Source: an optimization exercise on an open RTL-to-GDS flow (aim: small area). Production flows keep margins and buffers that such runs may drop. Where RTL was checked, it was by simulation tests only, not by an equivalence proof against the original. Power and IR drop assume default switching activity.

== old ==
==> flow/design.v <==
`timescale 1ns/10ps
package isa_pkg;
    localparam int INSTR_W = 18;
    localparam int OPCODE_MSB = 17;
    localparam int OPCODE_LSB = 14;
    localparam int R1_LSB = 10;
    localparam int R2_LSB = 6;
    localparam int R3_LSB = 2;
    localparam int IMM_W = 6;          
    localparam int JUMP_TGT_LSB = 4;   
    typedef enum logic [OPCODE_MSB-OPCODE_LSB:0] {
        OP_ADD     = 4'b0000,
        OP_ADDI    = 4'b0001,
        OP_NOR     = 4'b0010,
        OP_CMP     = 4'b0011,
        OP_AND     = 4'b0100,
        OP_ANDI    = 4'b0101,
        OP_NAND    = 4'b0110,
        OP_ILLEGAL = 4'b0111,   
        OP_LD      = 4'b1000,
        OP_ST      = 4'b1001,
        OP_JE      = 4'b1010,   
        OP_JA      = 4'b1011,   
        OP_JB      = 4'b1100,   
        OP_JAE     = 4'b1101,   
        OP_JBE     = 4'b1110,   
        OP_JUMP    = 4'b1111    
    } opcode_e;
endpackage
`timescale 1ns/10ps
package core_pkg;
    localparam int WORD_W = 18;
    localparam int ADDR_W = 10;       
    localparam int REG_ADDR_W = 4;
    localparam int NUM_REGS = 16;
    typedef enum logic [3:0] {
        S_INIT   = 4'd0,
        S_FETCH  = 4'd1,
        S_DECODE = 4'd2,
        S_ALU    = 4'd3,
        S_CMP    = 4'd4,
        S_LD     = 4'd5,
        S_ST     = 4'd6,
        S_JUMP   = 4'd7,
        S_WRITE  = 4'd8
    } state_e;
    typedef enum logic [1:0] {
        ALU_ADD  = 2'b00,
        ALU_NOR  = 2'b01,
        ALU_AND  = 2'b10,
        ALU_NAND = 2'b11
    } alu_op_e;
endpackage
`timescale 1ns/10ps
module fetch_unit (
    input  logic       clk,
    input  logic       reset,
    input  logic       step,
    input  logic       jump,
    input  logic [9:0] target,
    output logic [9:0] pc
);
    always_ff @(posedge clk or posedge reset) begin
        if (reset) begin
            pc <= '0;
        end else if (step & jump) begin
            pc <= target;
        end else begin
            pc <= pc + {9'd0, step};
        end
    end
endmodule
`timescale 1ns/10ps
module control_fsm (
    input  logic clk,
    input  logic reset,
    output logic p0,
    output logic p7,
    output logic p8,
    output logic [3:0] ph,
    output logic init
);
    always_ff @(posedge clk or posedge reset) begin
        if (reset) begin
            ph   <= '0;
            init <= 1'b1;
        end else begin
            ph   <= ph[3] ? 4'd0 : ph + 1'b1;
            if (p7) init <= 1'b0;
        end
    end
    assign p0 = ~|ph;
    assign p7 = &ph[2:0];
    assign p8 = ph[3];
endmodule
`timescale 1ns/10ps
module register_file (
    input  logic        clk,
    input  logic [15:0] we,
    input  logic [1:0]  wdata,
    input  logic [3:0]  raddr_a,
    input  logic [3:0]  raddr_b,
    output logic [1:0]  rdata_a,
    output logic [1:0]  rdata_b
);
    logic [8:0] lane0 [16];
    logic [8:0] lane1 [16];
    always_ff @(posedge clk) begin
        for (int r = 0; r < 16; r++) begin
            lane0[r] <= {lane0[r][0], lane0[r][8:2], we[r] ? wdata[0] : lane0[r][1]};
            lane1[r] <= {lane1[r][0], lane1[r][8:2], we[r] ? wdata[1] : lane1[r][1]};
        end
    end
    assign rdata_a = {lane1[raddr_a][0], lane0[raddr_a][0]};
    assign rdata_b = {lane1[raddr_b][0], lane0[raddr_b][0]};
endmodule
`timescale 1ns/10ps
module execute_unit (
    input  logic       clk,
    input  logic       reset,
    input  logic [3:0] op,
    input  logic       p0,
    input  logic       p8,
    input  logic [1:0] a,        
    input  logic [1:0] b,        
    output logic [1:0] res,
    output logic       zero_flag,
    output logic       carry_flag
);
    logic       is_cmp;
    logic       cy;
    logic       cin;
    logic [1:0] x;
    logic [2:0] sum;
    assign is_cmp = (op == 4'b0011);
    assign x      = is_cmp ? ~a : a;              
    assign cin    = p0 ? is_cmp : cy;
    assign sum    = {1'b0, x} + {1'b0, b} + {2'b00, cin};
    always_ff @(posedge clk) begin
        cy <= sum[2];
    end
    always_comb begin
        case (op[2:1])
            2'b00:   res = op[3] ? b : sum[1:0];    
            2'b01:   res = ~(a | b);                
            2'b10:   res = a & b;                   
            default: res = ~(a & b);                
        endcase
    end
    always_ff @(posedge clk or posedge reset) begin
        if (reset) begin
            zero_flag  <= 1'b0;
            carry_flag <= 1'b0;
        end else if (is_cmp) begin
            zero_flag <= (p0 | zero_flag) & (a == b);
            if (p8) carry_flag <= ~sum[2];
        end
    end
endmodule
`timescale 1ns/10ps
module cpu_top (
    input  logic        clk,
    input  logic        reset,
    output logic [9:0]  instr_addr,
    input  logic [17:0] instr_data,
    output logic [9:0]  mem_addr,
    output logic [17:0] mem_wdata,
    output logic        mem_we,
    output logic        mem_re,
    input  logic [17:0] mem_rdata
);
    logic [3:0]  op;
    logic [3:0]  ph;
    logic        p0, p7, p8, init;
    logic        is_alu, is_cmp, is_ld, is_st, use_imm, rb_r1;
    logic        taken;
    logic [3:0]  ra, rb;
    logic [1:0]  a, bp, b, imm2, res, wd;
    logic [15:0] t;
    logic        pend;
    logic [3:0]  rd;
    logic [15:0] we;
    logic        zf, cf;
    assign op      = instr_data[17:14];
    assign is_alu  = ~op[3] & ~(op[1] & op[0]);
    assign is_cmp  = (op == 4'b0011);
    assign is_ld   = (op == 4'b1000);
    assign is_st   = (op == 4'b1001);
    assign use_imm = ~op[3] & ~op[1] & op[0];
    assign rb_r1   = is_cmp | is_st;
    always_comb begin
        case (op)
            4'b1010: taken = zf & ~cf;
            4'b1011: taken = ~zf & ~cf;
            4'b1100: taken = cf & ~zf;
            4'b1101: taken = ~cf;
            4'b1110: taken = cf | zf;
            4'b1111: taken = 1'b1;
            default: taken = 1'b0;
        endcase
    end
    control_fsm i_control_fsm (
        .clk   (clk),
        .reset (reset),
        .p0    (p0),
        .p7    (p7),
        .p8    (p8),
        .ph    (ph),
        .init  (init)
    );
    fetch_unit i_fetch_unit (
        .clk    (clk),
        .reset  (reset),
        .step   (p7),
        .jump   (taken),
        .target (instr_data[13:4]),
        .pc     (instr_addr)
    );
    always_ff @(posedge clk or posedge reset) begin
        if (reset) begin
            pend <= 1'b0;
        end else if (p7) begin
            pend <= is_alu | is_ld;
        end
    end
    always_ff @(posedge clk) begin
        if (p7) rd <= instr_data[13:10];
    end
    always_comb begin
        for (int r = 0; r < 16; r++) we[r] = init | (pend & (rd == 4'(r)));
    end
    assign wd = init ? 2'b00 : (p8 & is_ld) ? mem_rdata[1:0] : t[1:0];
    assign ra = instr_data[9:6];
    assign rb = rb_r1 ? instr_data[13:10] : instr_data[5:2];
    register_file i_register_file (
        .clk     (clk),
        .we      (we),
        .wdata   (wd),
        .raddr_a (ra),
        .raddr_b (rb),
        .rdata_a (a),
        .rdata_b (bp)
    );
    always_comb begin
        case (ph)
            4'd0:    imm2 = instr_data[1:0];
            4'd1:    imm2 = instr_data[3:2];
            4'd2:    imm2 = instr_data[5:4];
            default: imm2 = 2'b00;
        endcase
    end
    assign b = use_imm ? imm2 : bp;
    execute_unit i_execute_unit (
        .clk        (clk),
        .reset      (reset),
        .op         (op),
        .p0         (p0),
        .p8         (p8),
        .a          (a),
        .b          (b),
        .res        (res),
        .zero_flag  (zf),
        .carry_flag (cf)
    );
    always_ff @(posedge clk) begin
        if (p8 & is_ld) t <= mem_rdata[17:2];
        else            t <= {res, t[15:2]};
    end
    assign mem_addr  = instr_data[9:0];
    assign mem_re    = p7 & is_ld;
    assign mem_we    = p8 & is_st;
    assign mem_wdata = {bp, t};
endmodule
clock: 8.0 ns
lec_check: 0
abc_area: 1
cap_margin: 20
core_margin: 2
core_utilization: 40
slew_margin: 20
standard.sh (not shown) runs the stock make flow with config.mk's settings and CLKGATE_MAP_FILE= SYNTH_SCRIPT=/design/flow/synth_recipe.tcl, a recipe that flattens the netlist after the stock synthesis.
==> flow/flow/run.sh <==
#!/bin/bash
# Standard ORFS layout (the standard.sh) with two changes that only
# affect buffering: the port buffers use the smallest buffer cell, and the
# clock tree uses the given buffers and clustering, without dummy loads.
set -euo pipefail
export BUFFER_PORTS_ARGS="-buffer_cell sky130_fd_sc_hd__buf_1"
export CTS_ARGS="-sink_clustering_enable -repair_clock_nets -dont_use_dummy_load -buf_list sky130_fd_sc_hd__clkbuf_8 -sink_clustering_size 16 -sink_clustering_max_diameter 60"
bash standard.sh > run_standard.log 2>&1
--- input diff old..new ---
--- a/flow/design.v
+++ b/flow/design.v
@@ -110,10 +110,31 @@
             lane0[r] <= {lane0[r][0], lane0[r][8:2], we[r] ? wdata[0] : lane0[r][1]};
             lane1[r] <= {lane1[r][0], lane1[r][8:2], we[r] ? wdata[1] : lane1[r][1]};
         end
     end
-    assign rdata_a = {lane1[raddr_a][0], lane0[raddr_a][0]};
-    assign rdata_b = {lane1[raddr_b][0], lane0[raddr_b][0]};
+    logic [15:0] head0, head1;
+    always_comb begin
+        for (int r = 0; r < 16; r++) begin
+            head0[r] = lane0[r][0];
+            head1[r] = lane1[r][0];
+        end
+    end
+    function automatic logic sel16(input logic [15:0] d, input logic [3:0] lo, input logic [3:0] hi);
+        logic [3:0] m;
+        for (int g = 0; g < 4; g++) m[g] = |(d[4*g +: 4] & lo);
+        sel16 = |(m & hi);
+    endfunction
+    logic [3:0] lo_a, hi_a, lo_b, hi_b;
+    always_comb begin
+        for (int i = 0; i < 4; i++) begin
+            lo_a[i] = (raddr_a[1:0] == 2'(i));
+            hi_a[i] = (raddr_a[3:2] == 2'(i));
+            lo_b[i] = (raddr_b[1:0] == 2'(i));
+            hi_b[i] = (raddr_b[3:2] == 2'(i));
+        end
+    end
+    assign rdata_a = {sel16(head1, lo_a, hi_a), sel16(head0, lo_a, hi_a)};
+    assign rdata_b = {sel16(head1, lo_b, hi_b), sel16(head0, lo_b, hi_b)};
 endmodule
 `timescale 1ns/10ps
 module execute_unit (
     input  logic       clk,
--- outcome ---
- Core utilization: new lower than old
- On time the worst path needs with I/O delays and setup, old loses to new.
- Relative to old, clock network power has increased by about 2% in new.
- Going from old to new, sequential share of cell area increased 0.75 points, layout net count decreased by about 1.7% relative to the old numbers, routed length per instance rose by 0.79%.
- Taking old as the reference, in new met3 track utilization from global routing flat; portion of total power attributed to combinational logic shrank by 0.7 points.
Only the layout flow was run in new; the RTL was not checked for function there.

==> afterwards: timing with drivers on the ports <==
No port has a modelled driver above. Below, the same layouts with a new extraction and two added sets of constraints. Step 1: set_driving_cell puts a clkbuf_16 on clk and a buf_2 on each other input, an assumption about the parent block. Step 2 also shifts input and output timing later by t, the mid clock arrival at the registers, as if the neighbouring blocks saw the same clock. Three values: no drivers, after step 1, after step 2; two values: the first two.
run	t, ns	slack for setup (ns)	worst setup path at the end	latest minus earliest clock arrival (ns)	pins driven straight from the clock port
old	0.558	2.959 / 2.932 / 2.932	input to output	0.036 / 0.035	1
new	0.552	2.979 / 2.954 / 2.954	input to output	0.049 / 0.049	1
After both steps setup and hold are still met in every run listed. The setup slack of old, which loses most, moves by -0.027 ns with the drivers and by -0.027 ns with both steps.
